Background: an optimization exercise with open tools, aiming at a short achievable clock period and few clock cycles. Do not read the settings as production practice.
Function was checked by simulation only, so behaviour that the tests miss may differ from the original.
Power and IR drop assume default switching activity.

--- flow/run.sh ---
#!/bin/bash
# synth_recipe.tcl (not shown) runs the flow's synth.tcl, then flattens the netlist and writes it again
# the make line also repeats each setting of config.mk as NAME=value (left out here)
make -C /OpenROAD-flow-scripts/flow DESIGN_CONFIG=/design/flow/config.mk WORK_HOME=/design/flow/orfs CLKGATE_MAP_FILE= SYNTH_SCRIPT=/design/flow/synth_recipe.tcl finish
--- flow/config.mk ---
export PLATFORM = sky130hd
export DESIGN_NAME = icache_top
export DESIGN_NICKNAME = icache_top
export VERILOG_FILES = /design/flow/design.v
export SDC_FILE = /design/flow/constraint.sdc
export NUM_CORES = 4
export LEC_CHECK = 0
export CAP_MARGIN = 20
export CORE_MARGIN = 2
export CORE_UTILIZATION = 50
export SETUP_SLACK_MARGIN = 3.3
export SLEW_MARGIN = 20
export TNS_END_PERCENT = 10
--- flow/constraint.sdc ---
create_clock -name core_clock -period 6.0 [get_ports {clk_i}]
set_input_delay 1.2000 -clock core_clock [delete_from_list [all_inputs] [get_ports {clk_i}]]
set_output_delay 1.2000 -clock core_clock [all_outputs]
set_load 0.01 [all_outputs]
--- flow/design.v ---
`default_nettype none
package icache_pkg;
   localparam int FETCH_ADDR_WIDTH = 32;
   localparam int FETCH_DATA_WIDTH = 32;
   localparam int NB_WAYS          = 2;
   localparam int NB_SETS          = 16;
   localparam int SET_ID_WIDTH     = 4;
   localparam int OFFSET_WIDTH     = 2;
   localparam int SET_ID_LSB       = 2;
   localparam int SET_ID_MSB       = 5;
   localparam int TAG_LSB          = 6;
   localparam int TAG_WIDTH        = 26;
   localparam int RESP_BUF_DEPTH   = 2;
   localparam int RESP_PTR_WIDTH   = 1;
   localparam int RESP_CNT_WIDTH   = 2;
   typedef enum logic [2:0] {
      IDLE,
      LOOKUP,
      REFILL_REQ,
      REFILL_WAIT,
      FLUSH
   } ctrl_state_e;
endpackage
`default_nettype wire
`timescale 1ns/1ps
`default_nettype none
module icache_top
(
   input  wire logic        clk_i,
   input  wire logic        rst_n_i,
   input  wire logic        fetch_req_i,
   input  wire logic [31:0] fetch_addr_i,
   output logic             fetch_gnt_o,
   output logic             fetch_rvalid_o,
   output logic [31:0]      fetch_rdata_o,
   output logic             refill_req_o,
   input  wire logic        refill_gnt_i,
   output logic [31:0]      refill_addr_o,
   input  wire logic        refill_r_valid_i,
   input  wire logic [31:0] refill_r_data_i,
   input  wire logic        flush_icache_i,
   output logic             cache_is_flushed_o
);
   localparam int NW  = 2;             
   localparam int NS  = 16;            
   localparam int TW  = 26;            
   localparam int N   = 128;           
   localparam int PW  = $clog2(N);
   localparam int CW  = PW + 1;
   localparam int M   = 64;            
   localparam int MW  = $clog2(M);
   localparam int MC  = MW + 1;
   logic [TW-1:0]  tag_q   [NW][NS];
   logic [NW-1:0]  valid_q [NS];
   logic [NS-1:0]  victim_q;
   logic [31:0]    data_q  [NW][NS];
   logic           gnt_q;
   logic           acc;
   logic           l_valid_q;
   logic [29:0]    l_addr_q;            
   logic [NS-1:0]  l_sel_q;             
   assign fetch_gnt_o = gnt_q & ~flush_icache_i;
   assign acc         = fetch_req_i & fetch_gnt_o;
   logic [TW-1:0]  l_tag;
   logic [NW-1:0]  match;
   logic           hit;
   logic           vict;
   logic           miss;
   assign l_tag = l_addr_q[29:4];
   always_comb
   begin
      match = '0;
      vict  = 1'b0;
      for (int s = 0; s < NS; s++)
      begin
         vict = vict | (l_sel_q[s] & victim_q[s]);
         for (int w = 0; w < NW; w++)
            match[w] = match[w] | (l_sel_q[s] & valid_q[s][w] & (tag_q[w][s] == l_tag));
      end
      hit = |match;
   end
   assign miss = l_valid_q & ~hit;
   logic           w_v_q;
   logic           w_hit_q;
   logic [4:0]     w_line_q;            
   logic           p_v_q;               
   logic [29:0]    p_addr_q;
   logic           e_hit_q  [N];
   logic [4:0]     e_line_q [N];
   logic [PW-1:0]  r_head_q, r_tail_q;
   logic [CW-1:0]  r_cnt_q, r_cnt_d;
   logic           r_nonempty_q;
   logic [CW-1:0]  occ_q, occ_d;        
   logic           hd_v_q;
   logic           hd_hit_q;
   logic [4:0]     hd_line_q;
   logic           pop;
   logic           hd_load;
   logic           from_ring;
   logic           from_w;
   logic           ring_wr;
   logic           out_v_q;
   logic [31:0]    out_d_q;
   logic [31:0]    mq_q [M];            
   logic [MW-1:0]  mq_tail_q;           
   logic [MW-1:0]  mq_req_q;            
   logic [MW-1:0]  mq_arr_q;            
   logic [MW-1:0]  mq_out_q;            
   logic [MC-1:0]  mq_cnt_q, mq_cnt_d;  
   logic [MC-1:0]  unreq_q, unreq_d;    
   logic [MC-1:0]  arr_q, arr_d;        
   logic           unreq_ne_q;
   logic           arr_ne_q;
   logic           req_q;
   logic [29:0]    raddr_q;
   logic           rq_take;
   logic           mq_pop;
   logic [31:0]    mq_word;
   assign refill_req_o  = req_q;
   assign refill_addr_o = {raddr_q, 2'b00};
   assign rq_take       = (!req_q || refill_gnt_i) && unreq_ne_q;
   assign pop      = hd_v_q & (hd_hit_q | arr_ne_q);
   assign mq_pop   = pop & ~hd_hit_q;
   assign hd_load  = !hd_v_q || pop;
   assign from_ring = hd_load && r_nonempty_q;
   assign from_w    = hd_load && !r_nonempty_q && w_v_q;
   assign ring_wr   = w_v_q && !from_w;
   assign mq_word   = mq_q[mq_out_q];
   assign fetch_rvalid_o = out_v_q;
   assign fetch_rdata_o  = out_d_q;
   logic           fl_done_q;
   logic           fl_now;
   assign fl_now             = flush_icache_i & ~fl_done_q;
   assign cache_is_flushed_o = fl_done_q;
   always_comb
   begin
      occ_d    = occ_q + CW'(acc) - CW'(pop);
      r_cnt_d  = r_cnt_q + CW'(ring_wr) - CW'(from_ring);
      mq_cnt_d = mq_cnt_q + MC'(p_v_q) - MC'(mq_pop);
      unreq_d  = unreq_q + MC'(p_v_q) - MC'(rq_take);
      arr_d    = arr_q + MC'(refill_r_valid_i) - MC'(mq_pop);
   end
   always_ff @(posedge clk_i)
   begin
      if (!rst_n_i)
      begin
         gnt_q        <= 1'b1;
         l_valid_q    <= 1'b0;
         w_v_q        <= 1'b0;
         p_v_q        <= 1'b0;
         occ_q        <= '0;
         r_head_q     <= '0;
         r_tail_q     <= '0;
         r_cnt_q      <= '0;
         r_nonempty_q <= 1'b0;
         hd_v_q       <= 1'b0;
         out_v_q      <= 1'b0;
         mq_tail_q    <= '0;
         mq_req_q     <= '0;
         mq_arr_q     <= '0;
         mq_out_q     <= '0;
         mq_cnt_q     <= '0;
         unreq_q      <= '0;
         arr_q        <= '0;
         unreq_ne_q   <= 1'b0;
         arr_ne_q     <= 1'b0;
         req_q        <= 1'b0;
         fl_done_q    <= 1'b0;
         victim_q     <= '0;
         for (int s = 0; s < NS; s++)
            valid_q[s] <= '0;
      end
      else
      begin
         gnt_q     <= (occ_d < CW'(N)) && (mq_cnt_d < MC'(M - 2));
         occ_q     <= occ_d;
         l_valid_q <= acc;
         w_v_q     <= l_valid_q;
         p_v_q     <= miss;
         if (ring_wr)
            r_tail_q <= r_tail_q + 1'b1;
         if (from_ring)
            r_head_q <= r_head_q + 1'b1;
         r_cnt_q      <= r_cnt_d;
         r_nonempty_q <= (r_cnt_d != '0);
         if (hd_load)
            hd_v_q <= r_nonempty_q || w_v_q;
         out_v_q <= pop;
         if (p_v_q)
            mq_tail_q <= mq_tail_q + 1'b1;
         if (rq_take)
            mq_req_q <= mq_req_q + 1'b1;
         if (refill_r_valid_i)
            mq_arr_q <= mq_arr_q + 1'b1;
         if (mq_pop)
            mq_out_q <= mq_out_q + 1'b1;
         mq_cnt_q   <= mq_cnt_d;
         unreq_q    <= unreq_d;
         arr_q      <= arr_d;
         unreq_ne_q <= (unreq_d != '0);
         arr_ne_q   <= (arr_d != '0);
         if (rq_take)
            req_q <= 1'b1;
         else if (refill_gnt_i)
            req_q <= 1'b0;
         fl_done_q <= fl_now;
         for (int s = 0; s < NS; s++)
         begin
            for (int w = 0; w < NW; w++)
               if (miss && l_sel_q[s] && (vict == w[0]))
                  valid_q[s][w] <= 1'b1;
            if (miss && l_sel_q[s])
               victim_q[s] <= ~victim_q[s];
            if (fl_now)
               valid_q[s] <= '0;
         end
      end
   end
   always_ff @(posedge clk_i)
   begin
      l_addr_q <= fetch_addr_i[31:2];
      for (int s = 0; s < NS; s++)
         l_sel_q[s] <= (fetch_addr_i[5:2] == 4'(s));
      for (int s = 0; s < NS; s++)
         for (int w = 0; w < NW; w++)
            if (miss && l_sel_q[s] && (vict == w[0]))
               tag_q[w][s] <= l_tag;
      w_hit_q  <= hit;
      w_line_q <= {hit ? match[1] : vict, l_addr_q[3:0]};
      p_addr_q <= l_addr_q;
      if (ring_wr)
      begin
         e_hit_q[r_tail_q]  <= w_hit_q;
         e_line_q[r_tail_q] <= w_line_q;
      end
      if (from_ring)
      begin
         hd_hit_q  <= e_hit_q[r_head_q];
         hd_line_q <= e_line_q[r_head_q];
      end
      else if (from_w)
      begin
         hd_hit_q  <= w_hit_q;
         hd_line_q <= w_line_q;
      end
      if (pop)
         out_d_q <= hd_hit_q ? data_q[hd_line_q[4]][hd_line_q[3:0]] : mq_word;
      if (mq_pop)
         data_q[hd_line_q[4]][hd_line_q[3:0]] <= mq_word;
      if (p_v_q)
         mq_q[mq_tail_q] <= {2'b00, p_addr_q};
      if (rq_take)
         raddr_q <= mq_q[mq_req_q][29:0];
      if (refill_r_valid_i)
         mq_q[mq_arr_q] <= refill_r_data_i;
   end
endmodule
`default_nettype wire
==> summary.txt, run 1 <==
Synthesis
  • Commonest register cell after synthesis: edfxtp_1
  • Post-Syn Area: 232000 um^2
  • Yosys cell types: 59
  • Syn Area/Cell: 18.4 um^2
  • Post-synth EDFFs: 4740
  • Post-synthesis adder-cell area fraction: 0.275%
  • Largest area contributor in the netlist: edfxtp_1
  • Post-Synth XOR/XNOR Area: 3.34%
  • Mux cell area share after synthesis: 27.2%
  • Largest family of logic cells by synthesized area: multiplexers
  • Synth top area cells: edfxtp_1 (61%), mux4_2 (18%), mux2_2 (9.4%), xor2_1 (3.2%), dfxtp_1 (1.9%)
  • Post-synth ARST share: 0%
  • Synth warn: 3
  • Post-synthesis compound-gate area fraction: 0.892%
  • Post-Synth Simple-Gate Area: 2.55%
  • Top-count cell post-synth: edfxtp_1
  • Sequential share of the synthesized area: 63.3%
  • #FFs+latches synth: 4965
  • Post-Syn Instances: 12635
  • Share of the synthesized area in the top cell type: 61.3%
  • Synth top cells by count: edfxtp_1 (4740), mux2_2 (1931), mux4_2 (1822)

Layout
  • # fillers: 33724
  • Final Util: 59.1%
  • Share of cells above drive strength 1: 45.4%
  • Nets: 13468
  • Layout Area Growth over Synthesis: 18.0%

CTS
  • H-tree depth: 6
  • Clock root buffer: clkbuf_16
  • CTS clk-pin slew, worst paths: 60 ps
  • TritonCTS clock tree: yes
  • Clk buf depth: 4
  • TritonCTS Buffers: 550
  • Clock sinks: 4965
  • Worst-Skew Late Latency: 1100 ps

Floorplanning
  • Core Area: 463000 um^2
  • Initial Util: 50.1%
  • Die width: 685 um
  • # IOs: 138
  • Die Span Y: 685 um
  • Die area: 470000 um^2
  • # rows: 250

STA
  • Fmax: 274 MHz
  • Pins over their slew limit: 0
  • Fin crit share: 60.9%
  • RSZ-0062 raised after global routing: yes
  • # setup viols final: 0
  • Fin. Hold Viols: 0
  • Worst-Margin Slew: 1230 ps
  • Minimum clock period: 3650 ps
  • Worst Skew: 48.6 ps
  • Setup_tns: 0 ps
  • Slew Limit Headroom: 18.0%

Detailed routing
  • DR WL/cell: 41.3 um
  • DRT antenna net count: 0
  • Initial DRC count: 19262
  • Drt first pass iters: 6
  • Via count: 136294
  • Drc violations: 0
  • Routed vias/inst: 6.82
  • Routed wire length: 826 mm

Global routing
  • Initial antenna violation count: 57
  • GR Overflow Total: 0
  • First-pass GRT wire length: 1110 mm
  • Vias in the first global route: 135355
  • Gr usage total: 34.4%
  • Largest net degree at the start of global routing: 96

Pwr
  • Peak supply drop: 0.331 mV
  • Pwr/cell area: 305 nW/um^2
  • Leak: 0.0866 uW

Place
  • Gpl congestion: 0.891
  • Detailed placement HPWL: 444 mm
  • IO buf count: 133

Min path
  • Hold WC Path Type: flop to flop

Worst setup path
  • CP max FO: 10
  • Critical path arrival: 4480 ps
  • Worst R2R Setup Slack: 2350 ps
  • Crit path launch type: flop
  • Worst path required time: 6820 ps
  • Crit end category: flop
  • Critical path type: flop to flop

Status
  • Status: no timing/DRC/antenna violations

Job
  • Max-Cap Viols: 0
cells by family after synthesis:
logic type,Yosys count
muxes,3795
buffers and inverters,1347
other,1
DFF,4965
AOI/OAI and AO/OA,342
xor gates and xnor gates,886
adders and majority gates,48
and+or+nand+nor,1251
state kept, by name, summed over array words and instances (netlist names), 16 cells and up, named ones only:
signal / flops
valid_q: 32
data_q: 1024
out_d_q: 32
p_addr_q: 30
l_sel_q: 16
tag_q: 832
victim_q: 16
l_addr_q: 30
mq_q: 2048
raddr_q: 30
e_hit_q: 128
e_line_q: 640
per-layer routing:
layer	up-vias	share of wire [%]	GRT usage, %
li1	52740	-	-
met1	72958	37	45.8
met2	8651	46	52.4
met3	1913	11	9.17
met4	32	6.2	17.8
met5	-	0.027	0.347
metrics by stage:
step / power, uW / cells / worst slack (ps) / hold WS, ps / instance area [um^2]
detailed placement: 49500 / 18282 / 1000 / 312 / 244000
CTS: 83200 / 19803 / 2480 / 325 / 271000
global placement: 49300 / 18275 / 955 / 310 / 244000
floorplan: 46200 / 12636 / 2190 / 310 / 233000
global route: 85500 / 19971 / 2240 / 338 / 274000
finish: 83400 / 19993 / 2350 / 332 / 274000
timing repair:
item,4_1_cts,5_1_grt
hold endpoints to repair,0,0
gates resized for setup,464,187
hold buffers,0,0
setup endpoints to repair,7871,7447
buffers inserted,425,117
cloned,109,38
pin swaps,88,56
cell type report:
type,count,area (um^2),share of cell area (%)
Inverter,71,302,0.110
Timing Repair Buffer,1405,18500,6.75
Clock inverter,242,2070,0.757
Clock buffer,745,15100,5.52
Tap cell,6174,7720,2.82
Antenna cell,34,85.1,0.0311
Sequential cell,4965,147000,53.7
Multi-Input combinational cell,6357,82900,30.3
power by group:
| group | switching, uW | leakage [uW] | internal, uW |
|---|---|---|---|
| registers | 380 | 0.0448 | 38500 |
| clock network | 14100 | 0.00833 | 18900 |
| logic | 6130 | 0.0335 | 5390 |
| total | 20700 | 0.0866 | 62800 |
layout by cell type (no fill, tap or decap), types with 101 or more instances in the layout:
cell type | synthesis | final
buf_12 | 0 | 316
buf_4 | 79 | 678
buf_6 | 16 | 120
clkbuf_1 | 707 | 158
clkbuf_16 | 0 | 606
clkdlybuf4s50_1 | 0 | 101
clkinv_1 | 2 | 105
dfxtp_1 | 225 | 147
edfxtp_1 | 4740 | 4740
mux2_2 | 1931 | 1924
mux4_2 | 1822 | 1832
nand2_1 | 270 | 236
nor2_1 | 397 | 290
nor2_4 | 0 | 113
nor3_1 | 141 | 128
nor4_1 | 200 | 180
xor2_1 | 855 | 837
worst max-delay path, cell delays in order (launching register included):
cell      delay [ps]
dfxtp_4          440
buf_4            150
buf_12           150
buf_4            200
xor2_1           210
nor4_1            90
nand4_1          180
o22ai_4          140
nor4_4           270
nand4_1          230
buf_12           200
buf_8            120
nand2b_4         160
buf_12           150
buf_12           130
nor2_4           160
buf_12           150
buf_12            90
buf_16           110
path summary, 6_finish.rpt:
check | startpoint | end | depth (start not counted)
max | l_addr_q[18] | tag_q[23][3] | 18
max reg2reg | l_addr_q[18] | tag_q[23][3] | 18
min | l_addr_q[3] | p_addr_q[3] | 0
min reg2reg | l_addr_q[3] | p_addr_q[3] | 0
Testbench counts, summed over its fixed seeds: cycles 33,662.
==> inputs of run 2 (changes only) <==
--- a/flow/design.v
+++ b/flow/design.v
@@ -46,3 +46,3 @@
    localparam int TW  = 26;            
-   localparam int N   = 128;           
+   localparam int N   = 256;           
    localparam int PW  = $clog2(N);
==> summary.txt, run 2 <==
STA
  • Fin crit share: 62.6% (+1.7 points)
  • Fin. Hold Viols: 0 (unchanged)
  • # setup viols final: 0 (unchanged)
  • RSZ-0062 raised after global routing: yes
  • Slew Limit Headroom: 4.35% (-14 points)
  • Setup_tns: 0 ps (unchanged)
  • Worst-Margin Slew: 1420 ps (+194 ps)
  • Fmax: 266 MHz (-2.7%)
  • Worst Skew: 56.7 ps (+8.04 ps)
  • Minimum clock period: 3750 ps (+99.7 ps)
  • Hold WS: 326 ps (-6.26 ps)
  • Pins over their slew limit: 0 (unchanged)

Synthesis
  • #FFs+latches synth: 5738 (+16%)
  • Post-Syn Area: 264000 um^2 (+14%)
  • Post-synth EDFFs: 5508 (+16%)
  • Synth top area cells: edfxtp_1 (63%), mux4_2 (17%), mux2_2 (8.2%), xor2_1 (2.3%), dfxtp_1 (1.7%)
  • Largest area contributor in the netlist: edfxtp_1
  • Yosys cell types: 71 (+20%)
  • Post-Syn Instances: 14230 (+13%)
  • Commonest register cell after synthesis: edfxtp_1
  • Share of the synthesized area in the top cell type: 62.6% (+1.2 points)
  • Synth top cells by count: edfxtp_1 (5508), mux4_2 (2054), mux2_2 (1932)
  • Synth warn: 3 (unchanged)
  • Top-count cell post-synth: edfxtp_1
  • Post-synth ARST share: 0% (unchanged)
  • Sequential share of the synthesized area: 64.3% (+1.0 points)
  • Syn Area/Cell: 18.6 um^2 (+1.2%)

Worst setup path
  • Crit-path cells: buf_12, buf_16, buf_16, buf_12, buf_16, mux4_2, mux4_2, mux4_2, nor2_1, a31oi_1
  • Critical path arrival: 4480 ps (about the same)
  • Worst path max stage delay: 670 ps (+230 ps)
  • Critical path type: flop to flop
  • Slowest CP cell: mux4_2
  • Crit path launch type: flop
  • CP max FO: 16 (+6)
  • Crit end category: flop
  • Worst path required time: 6720 ps (-100 ps)

Pwr
  • Leak: 0.0963 uW (+11%)
  • Sw Ratio: 24.6% (-0.19 points)
  • Logic pwr share: 13.1% (-0.7 points)
  • Pwr/cell area: 307 nW/um^2 (+0.66%)
  • Psw: 23300 uW (+13%)
  • Internal: 71500 uW (+14%)
  • Peak supply drop: 0.336 mV (+1.6%)
  • Reg power frac: 47.2% (+0.6 points)
  • Clock power share: 39.7% (about the same)

CTS
  • Clock root buffer: clkbuf_16
  • TritonCTS clock tree: yes
  • TritonCTS Buffers: 623 (+13%)
  • Worst-Skew Late Latency: 1090 ps (about the same)
  • H-tree depth: 6 (unchanged)
  • CTS clk-pin slew, worst paths: 60 ps (about the same)
  • Clk buf depth: 4 (unchanged)
  • Clock sinks: 5738 (+16%)

Global routing
  • Most heavily used metal layer in global routing: met2
  • GR Overflow Total: 0 (unchanged)
  • Gr usage total: 33.0% (-1.4 points)
  • GR Util met2: 51.5% (-0.93 points)
  • Initial antenna violation count: 80 (+40%)
  • Largest net degree at the start of global routing: 202 (+110%)
  • Vias in the first global route: 152980 (+13%)
  • Met1 Use GR: 44.5% (-1.3 points)
  • First-pass GRT wire length: 1220 mm (+10%)
  • Met3 Track Usage GR: 6.64% (-2.5 points)

Place
  • Placed Instances: 20561 (+12%)
  • Placed cell area: 276000 um^2 (+13%)
  • IO buf count: 133 (unchanged)
  • Detailed placement HPWL: 484 mm (+8.9%)
  • Gpl congestion: 0.858 (-3.7%)

Detailed routing
  • Routed wire length: 902 mm (+9.2%)
  • Drc violations: 0 (unchanged)
  • DRT antenna net count: 0 (unchanged)
  • Routed vias/inst: 6.83 (+0.26%)
  • Drt first pass iters: 6 (unchanged)
  • Initial DRC count: 22271 (+16%)
  • Via count: 153455 (+13%)
  • DR WL/cell: 40.2 um (-2.8%)

Floorplanning
  • Core Area: 528000 um^2 (+14%)
  • Die Span Y: 731 um (+6.7%)
  • Die width: 731 um (+6.7%)
  • Die area: 535000 um^2 (+14%)
  • Initial Util: 50.1% (about the same)
  • # IOs: 138 (unchanged)
  • # rows: 267 (+6.8%)

Layout
  • Most frequent cells in the layout: edfxtp_1 (5508), mux4_2 (2062), mux2_2 (1927), clkbuf_16 (673), buf_4 (643)
  • Layout Area Growth over Synthesis: 16.8%
  • FF+latch area: 170000 um^2 (+16%)
  • Non-filler instance count after layout: 22452 (+12%)
  • Largest register by flop count: mq_q
  • Nets: 14979 (+11%)
  • Multi-input gate area: 91500 um^2 (+10%)
  • Max FFs per register: 2048 (unchanged)
  • Commonest non-fill, non-tap cell in the layout: edfxtp_1
  • Final instance area: 309000 um^2 (+13%)
  • Share of cells above drive strength 1: 42.7% (-2.7 points)
  • # fillers: 38566 (+14%)

Status
  • Status: no timing/DRC/antenna violations

Job
  • Max-Cap Viols: 0 (unchanged)

Min path
  • Hold WC Path Type: flop to flop
-- run 2: power groups by stage --
| stage | Combinational [uW] | Clock, uW | Sequential, uW |
|---|---|---|---|
| after global placement | 10300 | 0 | 45700 |
| after global routing | 12900 | 39500 | 44700 |
| after floorplan | 7120 | 0 | 45500 |
| after detailed placement | 10500 | 0 | 45800 |
| final | 12400 | 37600 | 44700 |
| after CTS | 11900 | 38000 | 44700 |
-- run 2: critical path: cells and delay by family (launching register included) --
| family | cells | cell delay [ps] |
|---|---|---|
| buffers and inverters | 5 | 900 |
| multiplexers | 3 | 1840 |
| AND/OR/NAND/NOR | 1 | 130 |
| AO/OA/AOI/OAI | 1 | 130 |
| flip-flops | 1 | 360 |
-- run 2: final timing paths --
check | startpoint | slack (ps) | endpoint | cells past startpoint
min reg2reg | l_addr_q[0] | 330 | p_addr_q[0] | 0
max | flop | 2250 | out_d_q[23] | 10
max reg2reg | flop | 2250 | out_d_q[23] | 10
min | l_addr_q[0] | 330 | p_addr_q[0] | 0
-- run 2: repair_timing --
action | 4_1_cts | 5_1_grt
hold buffers | 0 | 0
setup endpoints to repair | 7881 | 8240
gates cloned | 127 | 48
pin swaps | 38 | 32
gates resized for setup | 454 | 242
buffers inserted | 351 | 136
-- run 2: cells by family (layout without fill, tap and decap cells) --
family          count (synthesis)  in the layout  synth area share [%]
xor+xnor                      890            890                  2.96
fa+ha+maj                      53             53                 0.265
flops                        5738           5738                  64.3
simple gates                 1664           1668                  3.14
buf+inv                      1445           2553                  2.39
compound gates                389            391                 0.982
other cells                     1             97               0.00142
mux                          4050           4068                  26.0
-- run 2: layout make-up --
class | instances | area share (%)
sequential | 5738 | 55.1
multi-input combinational | 7072 | 29.6
timing repair buffer | 1349 | 5.90
clock buffer | 799 | 5.39
tap | 6994 | 2.83
clock inverter | 333 | 0.983
inverter | 72 | 0.0895
antenna | 95 | 0.0770
-- run 2: per-stage QoR --
stage / utilization, % / power, uW / worst slack, ps
after floorplan: - / 52600 / 1750
after global placement: 52.2 / 56000 / 1160
after detailed placement: 52.2 / 56200 / 1130
after CTS: 57.8 / 94600 / 2380
after global routing: 58.5 / 97200 / 2240
final: 58.5 / 94800 / 2250
-- run 2: metal layers --
metal	vias up	share of wire, %	wire length, um
met1	82039	37	334000
li1	59550	-	-
met5	-	0.024	212
met3	2085	10	92600
met4	32	6.1	55200
met2	9749	46	419000
Testbench counts of run 2, summed over its fixed seeds: cycles 32,975.

what the ideal ports hide:
How much do the figures lean on ideal ports? The routed layouts below were timed once more, with nothing changed but the port constraints. Step 1 assumes that a clkbuf_16 drives the clock port and a buf_2 every other input. Step 2 also shifts input and output timing later by t, the mid clock arrival at the registers, as if the neighbouring blocks saw the same clock. Three values: no drivers, after step 1, after step 2; two values: the first two.
| run | shift t [ns] | slack for setup (ns) | hold WS [ns] |
|---|---|---|---|
| run 1 | 1.203 | 2.345 / 2.345 / 1.404 | 0.332 / 0.332 / 0.332 |
| run 2 | 1.200 | 2.246 / 2.237 / 1.038 | 0.326 / 0.326 / 0.326 |
After both steps setup and hold are still met in every run listed. For run 2, which loses most, drivers alone change the setup slack by -0.009 ns; drivers and shift together by -1.208 ns.
